Background: an optimization exercise with open tools, aiming at small area, a short achievable clock period and few clock cycles per item. Do not read the settings as production practice.
At most, simulation tests tie the RTL to the original design; equivalence was not proved.
The RTL of run 1 was laid out without a check of its function.
Power figures rest on the tool's default switching activity, not on a simulated workload.

### flow/flow/run.sh
#!/bin/bash
# The standard layout with two changes:
# - the port buffers that buffer_ports inserts are sky130_fd_sc_hd__buf_4 instead of the
#   library's default pick, so the input ports can drive their fanout; every port still
#   gets its own buffer;
# - synthesis is the standard flow's own script (synth_recipe.tcl) except that Yosys's synth skips its
#   generic ABC pass (-noabc), so the full and half adders written in the RTL reach
#   extract_fa as written instead of re-expressed with inverters. Everything else (the
#   -nofsm -noshare synth, flattening, renaming, flip-flop mapping and the final ABC
#   mapping) is unchanged, so the registers are the standard synthesis's.
set -euo pipefail
sed '1s/.*/proc synth {args} { yosys synth -nofsm -noshare -noabc {*}$args }/' \
        synth_recipe.tcl > noabc_synth.tcl
sed "s#SYNTH_SCRIPT=[^ ]*#SYNTH_SCRIPT=$PWD/noabc_synth.tcl#" standard.sh > standard_noabc.sh
export BUFFER_PORTS_ARGS="-buffer_cell sky130_fd_sc_hd__buf_4"
bash standard_noabc.sh > standard.log 2>&1
### flow/standard.sh
#!/bin/bash
# synth_recipe.tcl (not shown) runs the flow's synth.tcl, then flattens the netlist and writes it again
# the make line also repeats each setting of config.mk as NAME=value (left out here)
make -C /OpenROAD-flow-scripts/flow DESIGN_CONFIG=/design/flow/config.mk WORK_HOME=/design/flow/orfs CLKGATE_MAP_FILE= SYNTH_SCRIPT=/design/flow/synth_recipe.tcl "${@:-finish}"
### flow/config.mk
export PLATFORM = sky130hd
export DESIGN_NAME = tpu_top
export DESIGN_NICKNAME = tpu_top
export VERILOG_FILES = /design/flow/design.v
export SDC_FILE = /design/flow/constraint.sdc
export NUM_CORES = 4
export LEC_CHECK = 0
export CAP_MARGIN = 20
export CORE_MARGIN = 2
export CORE_UTILIZATION = 55
export PLACE_DENSITY = 0.7
export SETUP_SLACK_MARGIN = 1.0
export SLEW_MARGIN = 20
export SYNTH_HIERARCHICAL = 1
### flow/constraint.sdc
create_clock -name core_clock -period 5.0 [get_ports {clk}]
set_input_delay 1.0000 -clock core_clock [delete_from_list [all_inputs] [get_ports {clk}]]
set_output_delay 1.0000 -clock core_clock [all_outputs]
set_load 0.01 [all_outputs]
### flow/design.v
package tpu_pkg;
        localparam int ARRAY_DIM  = 4;
        localparam int DATA_WIDTH = 8;
        typedef logic [DATA_WIDTH-1:0] elem_t;
endpackage
`timescale 1ns/10ps
module tpu_pe
(
        input  logic [3:0] one,
        input  logic [3:0] two,
        input  logic [3:0] neg,
        input  logic [7:0] b_in,
        input  logic [7:0] acc_in,
        output logic [7:0] sum
);
        logic pp1, pp2, pp3, pp4, pp5, pp6, pp7, pp8, pp9, pp10, pp11, pp12, pp13, pp14, pp15, pp16, pp17, pp18, pp19, pp20, s21, c22, s23, c24, s25, c26, s27, c28, s29, c30, s31, c32, s33, c34, s35, c36, s37, c38, s39, c40, s41, c42, s43, c44, s45, c46, s47, c48, s49, c50, s51, c52, x53, x54, x55, x56, x57, x58, x59, x60;
        logic [7:4] row0, row1;
        logic top, c7;
        assign pp1 = ((one[0] & b_in[0]) | (two[0] & 1'b0)) ^ neg[0];
        assign pp2 = ((one[0] & b_in[1]) | (two[0] & b_in[0])) ^ neg[0];
        assign pp3 = ((one[0] & b_in[2]) | (two[0] & b_in[1])) ^ neg[0];
        assign pp4 = ((one[0] & b_in[3]) | (two[0] & b_in[2])) ^ neg[0];
        assign pp5 = ((one[0] & b_in[4]) | (two[0] & b_in[3])) ^ neg[0];
        assign pp6 = ((one[0] & b_in[5]) | (two[0] & b_in[4])) ^ neg[0];
        assign pp7 = ((one[0] & b_in[6]) | (two[0] & b_in[5])) ^ neg[0];
        assign pp8 = ((one[0] & b_in[7]) | (two[0] & b_in[6])) ^ neg[0];
        assign pp9 = ((one[1] & b_in[0]) | (two[1] & 1'b0)) ^ neg[1];
        assign pp10 = ((one[1] & b_in[1]) | (two[1] & b_in[0])) ^ neg[1];
        assign pp11 = ((one[1] & b_in[2]) | (two[1] & b_in[1])) ^ neg[1];
        assign pp12 = ((one[1] & b_in[3]) | (two[1] & b_in[2])) ^ neg[1];
        assign pp13 = ((one[1] & b_in[4]) | (two[1] & b_in[3])) ^ neg[1];
        assign pp14 = ((one[1] & b_in[5]) | (two[1] & b_in[4])) ^ neg[1];
        assign pp15 = ((one[2] & b_in[0]) | (two[2] & 1'b0)) ^ neg[2];
        assign pp16 = ((one[2] & b_in[1]) | (two[2] & b_in[0])) ^ neg[2];
        assign pp17 = ((one[2] & b_in[2]) | (two[2] & b_in[1])) ^ neg[2];
        assign pp18 = ((one[2] & b_in[3]) | (two[2] & b_in[2])) ^ neg[2];
        assign pp19 = ((one[3] & b_in[0]) | (two[3] & 1'b0)) ^ neg[3];
        assign pp20 = ((one[3] & b_in[1]) | (two[3] & b_in[0])) ^ neg[3];
        assign s21 = neg[0] ^ pp1 ^ acc_in[0];
        assign c22 = (neg[0] & pp1) | (neg[0] & acc_in[0]) | (pp1 & acc_in[0]);
        assign s23 = pp2 ^ acc_in[1] ^ c22;
        assign c24 = (pp2 & acc_in[1]) | (pp2 & c22) | (acc_in[1] & c22);
        assign s25 = neg[1] ^ pp3 ^ pp9;
        assign c26 = (neg[1] & pp3) | (neg[1] & pp9) | (pp3 & pp9);
        assign s27 = acc_in[2] ^ s25 ^ c24;
        assign c28 = (acc_in[2] & s25) | (acc_in[2] & c24) | (s25 & c24);
        assign s29 = pp10 ^ pp4 ^ acc_in[3];
        assign c30 = (pp10 & pp4) | (pp10 & acc_in[3]) | (pp4 & acc_in[3]);
        assign s31 = c26 ^ s29 ^ c28;
        assign c32 = (c26 & s29) | (c26 & c28) | (s29 & c28);
        assign s33 = neg[2] ^ pp11 ^ pp15;
        assign c34 = (neg[2] & pp11) | (neg[2] & pp15) | (pp11 & pp15);
        assign s35 = pp5 ^ acc_in[4] ^ s33;
        assign c36 = (pp5 & acc_in[4]) | (pp5 & s33) | (acc_in[4] & s33);
        assign s37 = c30 ^ s35;
        assign c38 = c30 & s35;
        assign s39 = pp12 ^ pp16 ^ pp6;
        assign c40 = (pp12 & pp16) | (pp12 & pp6) | (pp16 & pp6);
        assign s41 = acc_in[5] ^ c34 ^ s39;
        assign c42 = (acc_in[5] & c34) | (acc_in[5] & s39) | (c34 & s39);
        assign s43 = c36 ^ s41;
        assign c44 = c36 & s41;
        assign s45 = neg[3] ^ pp13 ^ pp17;
        assign c46 = (neg[3] & pp13) | (neg[3] & pp17) | (pp13 & pp17);
        assign s47 = pp19 ^ pp7 ^ acc_in[6];
        assign c48 = (pp19 & pp7) | (pp19 & acc_in[6]) | (pp7 & acc_in[6]);
        assign s49 = c40 ^ s45 ^ s47;
        assign c50 = (c40 & s45) | (c40 & s47) | (s45 & s47);
        assign s51 = c42 ^ c44;
        assign c52 = c42 & c44;
        tpu_x u_x53 (.a(pp14), .b(pp18), .y(x53));
        tpu_x u_x54 (.a(pp20), .b(pp8), .y(x54));
        tpu_x u_x55 (.a(acc_in[7]), .b(x53), .y(x55));
        tpu_x u_x56 (.a(x54), .b(c46), .y(x56));
        tpu_x u_x57 (.a(x55), .b(c48), .y(x57));
        tpu_x u_x58 (.a(x56), .b(x57), .y(x58));
        tpu_x u_x59 (.a(x58), .b(c50), .y(x59));
        tpu_x u_x60 (.a(x59), .b(c52), .y(x60));
        assign sum[0] = s21;
        assign sum[1] = s23;
        assign sum[2] = s27;
        assign sum[3] = s31;
        assign row0[4] = s37;
        assign row1[4] = c32;
        assign row0[5] = c38;
        assign row1[5] = s43;
        assign row0[6] = s49;
        assign row1[6] = s51;
        assign top = x60;
        assign {c7, sum[6:4]} = {1'b0, row0[6:4]} + {1'b0, row1[6:4]};
        tpu_x u_top (.a(top), .b(c7), .y(sum[7]));
endmodule
module tpu_x
(
        input  logic a,
        input  logic b,
        output logic y
);
        assign y = a ^ b;
endmodule
`timescale 1ns/10ps
module tpu_top
(
        input  logic clk,
        input  logic rst_n,
        input  logic in_valid,
        input  logic [31:0] a,
        input  logic [31:0] b,
        input  logic out_ready,
        output logic in_ready,
        output logic [31:0] out,
        output logic out_valid,
        output logic done
);
        localparam int N = 4;
        localparam int W = 8;
        logic [1:0]     kin;             
        logic           first;           
        logic [N-1:0]   orow;            
        logic [N*W-1:0] obuf [1:N-1];    
        logic [N*W-1:0] acc0;            
        logic [N*W-1:0] c_row [1:N-1];   
        logic last, ob_free, xfer, in_fire, out_fire;
        assign last     = (kin == 2'd3);
        assign ob_free  = !out_valid || (orow[N-1] && out_ready);
        assign in_ready = first ? (!orow[0] || out_ready) :
                          last  ? ob_free : 1'b1;
        assign in_fire  = in_valid && in_ready;
        assign xfer     = in_fire && last;
        assign out_valid = |orow;
        assign out_fire  = out_valid && out_ready;
        always_comb begin
                out = acc0 & {(N*W){orow[0]}};
                for (int r = 1; r < N; r++) begin
                        out = out | (obuf[r] & {(N*W){orow[r]}});
                end
        end
        always_ff @(posedge clk or negedge rst_n) begin
                if (!rst_n) begin
                        kin  <= 2'd0;
                        first <= 1'b1;
                        orow <= '0;
                        done <= 1'b0;
                end else begin
                        done <= out_fire && orow[N-1];
                        if (in_fire) begin
                                kin   <= kin + 2'd1;
                                first <= last;
                        end
                        if (xfer) begin
                                orow <= 4'b0001;
                        end else if (out_fire) begin
                                orow <= {orow[N-2:0], 1'b0};
                        end
                end
        end
        always_ff @(posedge clk) begin
                if (xfer) begin
                        for (int r = 1; r < N; r++) begin
                                obuf[r] <= c_row[r];
                        end
                end
        end
        for (genvar i = 0; i < N; i++) begin : g_row
                logic [W:0] ax;
                logic [3:0] one, two, neg;
                assign ax = {a[(N-1-i)*W +: W], 1'b0};
                for (genvar r = 0; r < 4; r++) begin : g_dig
                        assign one[r] = ax[2*r+1] ^ ax[2*r];
                        assign two[r] = (ax[2*r+2] & ~ax[2*r+1] & ~ax[2*r]) |
                                        (~ax[2*r+2] & ax[2*r+1] & ax[2*r]);
                        assign neg[r] = ax[2*r+2];
                end
                for (genvar j = 0; j < N; j++) begin : g_col
                        logic [W-1:0] acc, sum;
                        tpu_pe u_pe (
                                .one    (one),
                                .two    (two),
                                .neg    (neg),
                                .b_in   (b[(N-1-j)*W +: W]),
                                .acc_in (first ? 8'd0 : acc),
                                .sum    (sum)
                        );
                        always_ff @(posedge clk) begin
                                if (in_fire) begin
                                        acc <= sum;
                                end
                        end
                        if (i == 0) begin : g_out0
                                assign acc0[(N-1-j)*W +: W] = acc;
                        end else begin : g_sum
                                assign c_row[i][(N-1-j)*W +: W] = sum;
                        end
                end
        end
endmodule
==> flow_summary.yaml, run 1 <==
routing:
  wl_um: 62900
  firstDrtPassIters: 5
  ant_nets: 0
  via_per_inst: 6.13
  drt_iter0_markers: 1208
  num_vias: 15300
  wl_per_cell_um: 25.1
  drc: 0
cts:
  clk-insertion-delay-late_ns: 0.56
  postCtsHoldBufs: 0
  cts_htree_levels: 1
  cts_tree: "yes"
  clk_path_buf_depth: 3
  cts_root_buf: "clkbuf_16"
  clock_sinks: 232
  numCtsBuffers: 28
  clk_pin_slew_ns: 0.06
sta:
  max_freq_ghz: 0.257
  fin_skew_ns: 0.0122
  setup_tns_ns: 0
  min_period_ns: 3.89
  finalHoldViolCount: 0
  tightest_slew_ns: 0.918
  post-route-period-util: 0.778
  holdWs_ns: 0.247
  finalSetupViolations: 0
  relSlewSlack: 0.385
  slew_viol_final: 0
  rsz0062_at_grt: "false"
die:
  fp.dieH_um: 208
  coreArea_um2: 40900
  die-area_um2: 43200
  ioPinCount: 103
  die_width_um: 208
  floorplan.initialDensity: 0.559
  row_count: 74
place:
  dp_hpwl_um: 43400
  portBuffers: 102
  placed_area_um2: 25300
  gp_congestion: 0.857
final_layout:
  regArea_um2: 6930
  fill_cells: 3155
  synthToLayoutAreaGrowth_pct: 15.4
  final_cell_area_um2: 26400
  multiInputGateArea_um2: 16200
  drive_gt1_frac: 0.237
  mostFrequentLayoutCell: "xnor2_1"
  final_core_util: 0.645
  antenna-diode-count: 0
  final_cell_mix: "273 x xnor2_1, 240 x a22oi_1, 224 x edfxtp_1, 176 x fa_1, 172 x buf_4"
  final_nets: 2386
setup_path:
  r2r_start: "first"
  criticalPathCategory: "input pin to register"
  reg2reg_slack_ns: 1.27
  cp_data_arrival_time_ns: 4.21
  reg2regPathDepth: 8
  timing.rr.end: "obuf[2][6]"
  end_kind: "register"
  cp.required_ns: 5.31
  start_kind: "input pin"
  worstPathMaxFanout: 28
grt:
  grt.total_usage: 0.292
  grt_pass1_wl_um: 97700
  antenna_found_initial: 0
  grt_max_degree: 101
  grt_overflow: 0
  grt_pass1_vias: 16600
power:
  power_density_nw_per_um2: 772
  peakVddDrop_mv: 0.535
  power.total_mw: 20.4
  p_leak_nw: 9.86
synth:
  syn_inst: 1891
  syn_avg_cell_area_um2: 12.1
  ys_warn_count: 9
  synth_cell_type_count: 30
  yosysSeqAreaShare: 0.303
  synthFlopType: "edfxtp_1"
  synth_seq_cells: 232
  synthArstFlopShare: 0.0345
  syn_nets: 2328
  synth_edf_count: 224
  synth_area_um2: 22900
run_status:
  outcome: "no timing/DRC/antenna violations"
worst_hold_path:
  min_path_type: "input pin to async pin"
flow_run:
  maxCapViolations: 0
synthesized netlist by cell type, types with 48 or more instances:
| cell type | instances | share of area |
|---|---|---|
| nand2_1 | 98 | 0.016 |
| a22oi_2 | 48 | 0.026 |
| a22oi_1 | 272 | 0.089 |
| edfxtp_1 | 224 | 0.29 |
| buf_4 | 64 | 0.021 |
| xor2_1 | 172 | 0.066 |
| nor2b_1 | 133 | 0.036 |
| ha_1 | 145 | 0.079 |
| xnor2_1 | 273 | 0.10 |
| fa_1 | 224 | 0.20 |
| inv_1 | 52 | 0.0085 |
power by group:
part / switching, mW / internal (mW)
Combinational: 6.96 / 6.36
Clock: 0.852 / 1.16
Sequential: 0.380 / 4.68
Total: 8.19 / 12.2
sequential cells by signal, indices dropped and copies added, names as in the netlist:
name	flops
done	1
first	1
g_row.g_col.acc	128
kin	2
obuf	96
orow	4
routing by layer:
metal	track usage	vias to the layer above	share of wire
li1	-	6661	-
met1	0.405	7975	0.41
met2	0.483	595	0.48
met3	0.0448	111	0.078
met4	0.0780	0	0.024
met5	0	-	0
per-stage QoR:
step,cells,worst slack (ns)
floorplan,1891,0.514
global placement,2433,0.447
detailed placement,2433,0.421
CTS,2485,1.02
global route,2503,1.00
finish,2503,1.11
cells by family (layout without fill, tap and decap cells):
| kind of cell | after synthesis | count (layout) | synth area share |
|---|---|---|---|
| xor+xnor | 445 | 445 | 0.170 |
| fa+ha+maj | 369 | 369 | 0.275 |
| compound gates | 368 | 370 | 0.130 |
| simple gates | 262 | 264 | 0.0615 |
| flops | 232 | 232 | 0.303 |
| buf+inv | 211 | 287 | 0.0578 |
| mux | 4 | 4 | 0.00197 |
critical path, stage by stage:
cell and delay (ns):
buf_4 0.19, buf_4 0.51, buf_4 0.33, xnor2_1 0.13, fa_1 0.59, fa_1 0.47
ha_4 0.31, ha_4 0.19, a21o_1 0.17, a21o_1 0.16, xor2_1 0.13
what timing repair did:
item	CTS	global route
buffers inserted	0	14
setup endpoints to repair	2	49
cloned	0	4
pin swaps	1	5
resized for setup	0	5
Yosys stat by module (local to each module, per instance):
module	cell area [um2]	flip-flops and latches	copies in the design	cells inside
tpu_pe	790	0	16	74
tpu_top	8980	232	1	563
tpu_x	8.76	0	144	1
area by class of cell:
type	instances	share of cell area
Sequential cell	232	0.263
Timing Repair Buffer	183	0.0569
Inverter	52	0.00754
Tap cell	532	0.0252
Clock inverter	17	0.00555
Multi-Input combinational cell	1452	0.614
Clock buffer	35	0.0283
worst max-delay path by stage:
stage          slack [ns]                       end  cells after the start       from
2_1_floorplan        0.51                obuf[1][0]                      3  out_ready
3_3_place_gp         0.45  g_row[0].g_col[0].acc[7]                     12      a[26]
3_5_place_dp         0.42  g_row[1].g_col[1].acc[7]                     12      a[18]
4_1_cts              1.02  g_row[0].g_col[0].acc[7]                     12      a[26]
5_1_grt              1.00               obuf[1][31]                     12      a[17]
6_report             1.11  g_row[0].g_col[1].acc[7]                     11      a[25]
==> inputs of run 2 (changes only) <==
==> flow/design.v (replaced) <==
package tpu_pkg;
        localparam int ARRAY_DIM  = 4;
        localparam int DATA_WIDTH = 8;
        typedef logic [DATA_WIDTH-1:0] elem_t;
endpackage
`timescale 1ns/10ps
module tpu_pe
(
        input  logic           clk,
        input  logic           en,
        input  logic           first,
        input  logic [7:0]     a_in,
        input  logic [7:0]     b_in,
        output logic [7:0]     acc
);
        always_ff @(posedge clk) begin
                if (en) begin
                        acc <= (first ? 8'd0 : acc) + 8'(a_in * b_in);
                end
        end
endmodule
`timescale 1ns/10ps
module tpu_top
(
        input  logic clk,
        input  logic rst_n,
        input  logic in_valid,
        input  logic [31:0] a,
        input  logic [31:0] b,
        input  logic out_ready,
        output logic in_ready,
        output logic [31:0] out,
        output logic out_valid,
        output logic done
);
        localparam int N = 4;
        localparam int W = 8;
        logic [1:0]  kin;        
        logic        full;       
        logic [1:0]  ocnt;       
        logic [N*W-1:0] acc_row [N];
        logic [N*W-1:0] obuf [N-1];
        logic in_fire, out_fire, obuf_has, take0;
        assign obuf_has  = (ocnt != 2'd0);
        assign out_valid = obuf_has || full;
        assign out_fire  = out_valid && out_ready;
        assign take0     = full && !obuf_has && out_ready;
        assign in_ready  = !full || take0;
        assign in_fire   = in_valid && in_ready;
        assign out = obuf_has ? obuf[0] : acc_row[0];
        always_ff @(posedge clk or negedge rst_n) begin
                if (!rst_n) begin
                        kin  <= 2'd0;
                        full <= 1'b0;
                        ocnt <= 2'd0;
                        done <= 1'b0;
                end else begin
                        done <= out_fire && (ocnt == 2'd1);
                        if (in_fire) begin
                                kin <= kin + 2'd1;
                        end
                        if (in_fire && (kin == 2'd3)) begin
                                full <= 1'b1;
                        end else if (take0) begin
                                full <= 1'b0;
                        end
                        if (take0) begin
                                ocnt <= 2'd3;
                        end else if (out_fire) begin
                                ocnt <= ocnt - 2'd1;
                        end
                end
        end
        always_ff @(posedge clk) begin
                if (take0) begin
                        obuf[0] <= acc_row[1];
                        obuf[1] <= acc_row[2];
                        obuf[2] <= acc_row[3];
                end else if (out_fire) begin
                        obuf[0] <= obuf[1];
                        obuf[1] <= obuf[2];
                end
        end
        for (genvar i = 0; i < N; i++) begin : g_row
                for (genvar j = 0; j < N; j++) begin : g_col
                        tpu_pe u_pe (
                                .clk   (clk),
                                .en    (in_fire),
                                .first (kin == 2'd0),
                                .a_in  (a[(N-1-i)*W +: W]),
                                .b_in  (b[(N-1-j)*W +: W]),
                                .acc   (acc_row[i][(N-1-j)*W +: W])
                        );
                end
        end
endmodule
==> flow/run.sh (new file) <==
#!/bin/bash
# synth_recipe.tcl (not shown) runs the flow's synth.tcl, then flattens the netlist and writes it again
# the make line also repeats each setting of config.mk as NAME=value (left out here)
make -C /OpenROAD-flow-scripts/flow DESIGN_CONFIG=/design/flow/config.mk WORK_HOME=/design/flow/orfs CLKGATE_MAP_FILE= SYNTH_SCRIPT=/design/flow/synth_recipe.tcl finish
--- a/flow/config.mk
+++ b/flow/config.mk
@@ -7,8 +7,6 @@
 export LEC_CHECK = 0
 export CAP_MARGIN = 20
 export CORE_MARGIN = 2
-export CORE_UTILIZATION = 55
-export PLACE_DENSITY = 0.7
-export SETUP_SLACK_MARGIN = 1.0
+export CORE_UTILIZATION = 40
+export PLACE_DENSITY = 0.6
 export SLEW_MARGIN = 20
-export SYNTH_HIERARCHICAL = 1
removed: flow/flow/run.sh
removed: flow/standard.sh
==> run 2 against run 1 <==
  * Still clean
  * Area after synthesis grew 14%
  * Hold slack gained 0.19 ns
  * Via count grew 15%
  * Sequential power shrank 19%
  * Combinational power grew 8%
  * Clock-buffer cell count shrank 3
  * Non-clock buffer count grew 129
  * Critical path depth grew 4
  * Critical endpoint is now g_row[2].g_col[3].u_pe.acc[7]
  * Largest cell class unchanged
  * Largest power group unchanged
==> flow_summary.yaml, run 2 <==
final_layout:
  synthToLayoutAreaGrowth_pct: 18.7
  final_cell_area_um2: 30900
  mostFrequentLayoutCell: "inv_1"
  largest_reg_flops: 128
  final_nets: 3422
  antenna-diode-count: 0
  regMostFlops: "g_row.g_col.u_pe.acc"
  reg_top3: "g_row.g_col.u_pe.acc: 128 flops, obuf: 96 flops"
  final_cell_mix: "492 x inv_1, 404 x nand2_1, 288 x fa_1, 274 x ha_1, 224 x edfxtp_1"
  drive_gt1_frac: 0.128
synth:
  synthFlopType: "edfxtp_1"
  synth_seq_cells: 230
  syn_nets: 3203
  syn_avg_cell_area_um2: 10.1
  synth_top_area_share: 0.258
  synthArstFlopShare: 0.0261
  yosysSeqAreaShare: 0.264
  ys_warn_count: 5
  post-synth-top-count-cell: "inv_1"
  synth_top_area_cell: "edfxtp_1"
  synth_area_leaders: "edfxtp_1 26%, fa_1 22%, ha_1 13%, xnor2_1 7.5%, inv_1 7.1%"
  synthTopCellsByCount: "493 x inv_1, 404 x nand2_1, 288 x fa_1"
  synth_area_um2: 26000
  syn_inst: 2571
  synth_edf_count: 224
  synth_cell_type_count: 25
die:
  die-area_um2: 67100
  coreArea_um2: 64300
  fp.dieH_um: 259
  row_count: 93
  die_width_um: 259
  ioPinCount: 103
  floorplan.initialDensity: 0.405
setup_path:
  criticalPathCategory: "input pin to register"
  cp_data_arrival_time_ns: 4.98
  start_kind: "input pin"
  cp.required_ns: 5.33
  worstPathMaxFanout: 12
  end_kind: "register"
cts:
  cts_htree_levels: 1
  cts_tree: "yes"
  clk_pin_slew_ns: 0.06
  clk-insertion-delay-late_ns: 0.57
  post_cts_resized: 0
  postCtsHoldBufs: 0
  clock_sinks: 230
  post_cts_buffers: 0
  cts_root_buf: "clkbuf_16"
  clk_path_buf_depth: 3
  numCtsBuffers: 30
grt:
  antenna_found_initial: 0
  grt_overflow: 0
  grt_max_degree: 68
  grt_pass1_vias: 19400
  grt.total_usage: 0.202
  grt_pass1_wl_um: 107000
routing:
  wl_per_cell_um: 17.7
  firstDrtPassIters: 5
  num_vias: 17600
  via_per_inst: 4.80
  ant_nets: 0
  drt_iter0_markers: 1009
  drc: 0
  wl_um: 64800
sta:
  rsz0062_at_grt: "false"
  post-route-period-util: 0.930
  fin_skew_ns: 0.0100
  tightest_slew_ns: 1.00
  slew_viol_final: 0
  finalHoldViolCount: 0
  relSlewSlack: 0.332
  finalSetupViolations: 0
  min_period_ns: 4.65
  max_freq_ghz: 0.215
place:
  dp_hpwl_um: 49700
  portBuffers: 102
  gp_congestion: 0.872
  placed_area_um2: 29800
run_status:
  outcome: "no timing/DRC/antenna violations"
power:
  power.total_mw: 20.8
  power_density_nw_per_um2: 675
  p_leak_nw: 14.5
  peakVddDrop_mv: 0.326
flow_run:
  maxCapViolations: 0
worst_hold_path:
  min_path_type: "register to register"
==> run 2: changes by cell type after synthesis, sizes merged, moves of 21 or more <==
cell / change
mux2: +95
clkbuf: +21
buf: -55
xnor2: -47
xor2: -127
a21oi: +33
fa: +64
ha: +131
nor2b: -90
a22oi: -320
nand2b: +74
inv: +441
and2: +178
nand2: +306
==> run 2: final cells by class <==
cell class	count	area [um2]
fill	5820	33500
multi-input combinational	1723	16800
sequential	230	6880
timing repair buffer	312	3240
inverter	493	1860
tap	855	1070
clock buffer	32	779
clock inverter	23	270
==> run 2: path summary, 6_finish.rpt <==
kind / start / end / slack [ns] / cells past startpoint
min: g_row[3].g_col[3].u_pe.acc[0] / obuf[2][0] / 0.44 / 0
max in group asynchronous: rst_n / full / 4.10 / 1
max: b[1] / g_row[2].g_col[3].u_pe.acc[7] / 0.35 / 15
min reg2reg: g_row[3].g_col[3].u_pe.acc[0] / obuf[2][0] / 0.44 / 0
min in group asynchronous: rst_n / ocnt[0] / 0.67 / 1
max reg2reg: kin[0] / g_row[1].g_col[0].u_pe.acc[7] / 0.46 / 17
==> run 2: power breakdown <==
part,internal (mW),switching (mW)
clock network,1.43,0.900
registers,3.77,0.332
logic,7.27,7.15
==> run 2: critical path: stages <==
cell	delay, ns
clkdlybuf4s50_1	0.57
buf_4	0.25
nand2_1	0.11
fa_1	0.51
fa_1	0.52
inv_1	0.05
fa_1	0.48
inv_1	0.06
fa_1	0.52
inv_1	0.04
ha_1	0.30
a21oi_1	0.17
xnor2_1	0.16
xnor2_1	0.15
xnor2_1	0.09
==> run 2: routing by layer <==
layer / vias to the layer above / global-route usage / share of wire
met4: 0 / 0.0481 / 0.022
met3: 78 / 0.0244 / 0.050
met2: 421 / 0.340 / 0.47
met1: 8866 / 0.276 / 0.46
li1: 8259 / - / -
met5: - / 0 / 0
==> run 2: cell families (layout without fill, tap and decap cells) <==
kind of cell | Yosys count | after routing | share of synthesized area
simple gates | 716 | 716 | 0.133
buf+inv | 618 | 860 | 0.0915
fa+ha+maj | 564 | 564 | 0.354
xor+xnor | 280 | 280 | 0.0998
flops | 230 | 230 | 0.264
mux | 96 | 96 | 0.0415
compound gates | 67 | 67 | 0.0160
==> run 2: through the flow <==
stage	TNS, ns	hold slack, ns	util	instances	setup slack, ns
finish	0	0.442	0.480	3668	0.350
global route	0	0.448	0.480	3668	0.104
floorplan	0	0.418	-	2571	0.108
detailed placement	-2.40	0.428	0.464	3613	-0.284
global placement	-1.73	0.430	0.464	3613	-0.241
CTS	0	0.446	0.480	3668	0.324
Testbench counts of run 2, summed over its fixed seeds: cycles 1,320, jobs 320.

static timing again, ports no longer ideal:
The flow's constraints put no driver on any port. The routed layouts listed below were extracted and timed again, unchanged, in two steps. Step 1 (the two cells are an assumption about what drives the block):
set clk [get_ports {clk}]
set_driving_cell -lib_cell sky130_fd_sc_hd__clkbuf_16 $clk
set_driving_cell -lib_cell sky130_fd_sc_hd__buf_2 [delete_from_list [all_inputs] $clk]
Step 2 also shifts input and output timing later by t, the mid clock arrival at the registers, as if the neighbouring blocks saw the same clock. a / b / c = ideal / step 1 / step 2; a / b = the first two.
| run | t (ns) | setup slack, ns | slew at the worst register clock pin (ns) |
|---|---|---|---|
| run 1 | 0.613 | 1.108 / 1.136 / 0.523 | 0.07 / 0.07 |
| run 2 | 0.623 | 0.350 / 0.377 / -0.246 | 0.06 / 0.06 |
Met with ideal ports but missed after step 2: setup timing in run 2. The setup slack of run 2, which loses most, moves by +0.027 ns with the drivers and by -0.596 ns with both steps.
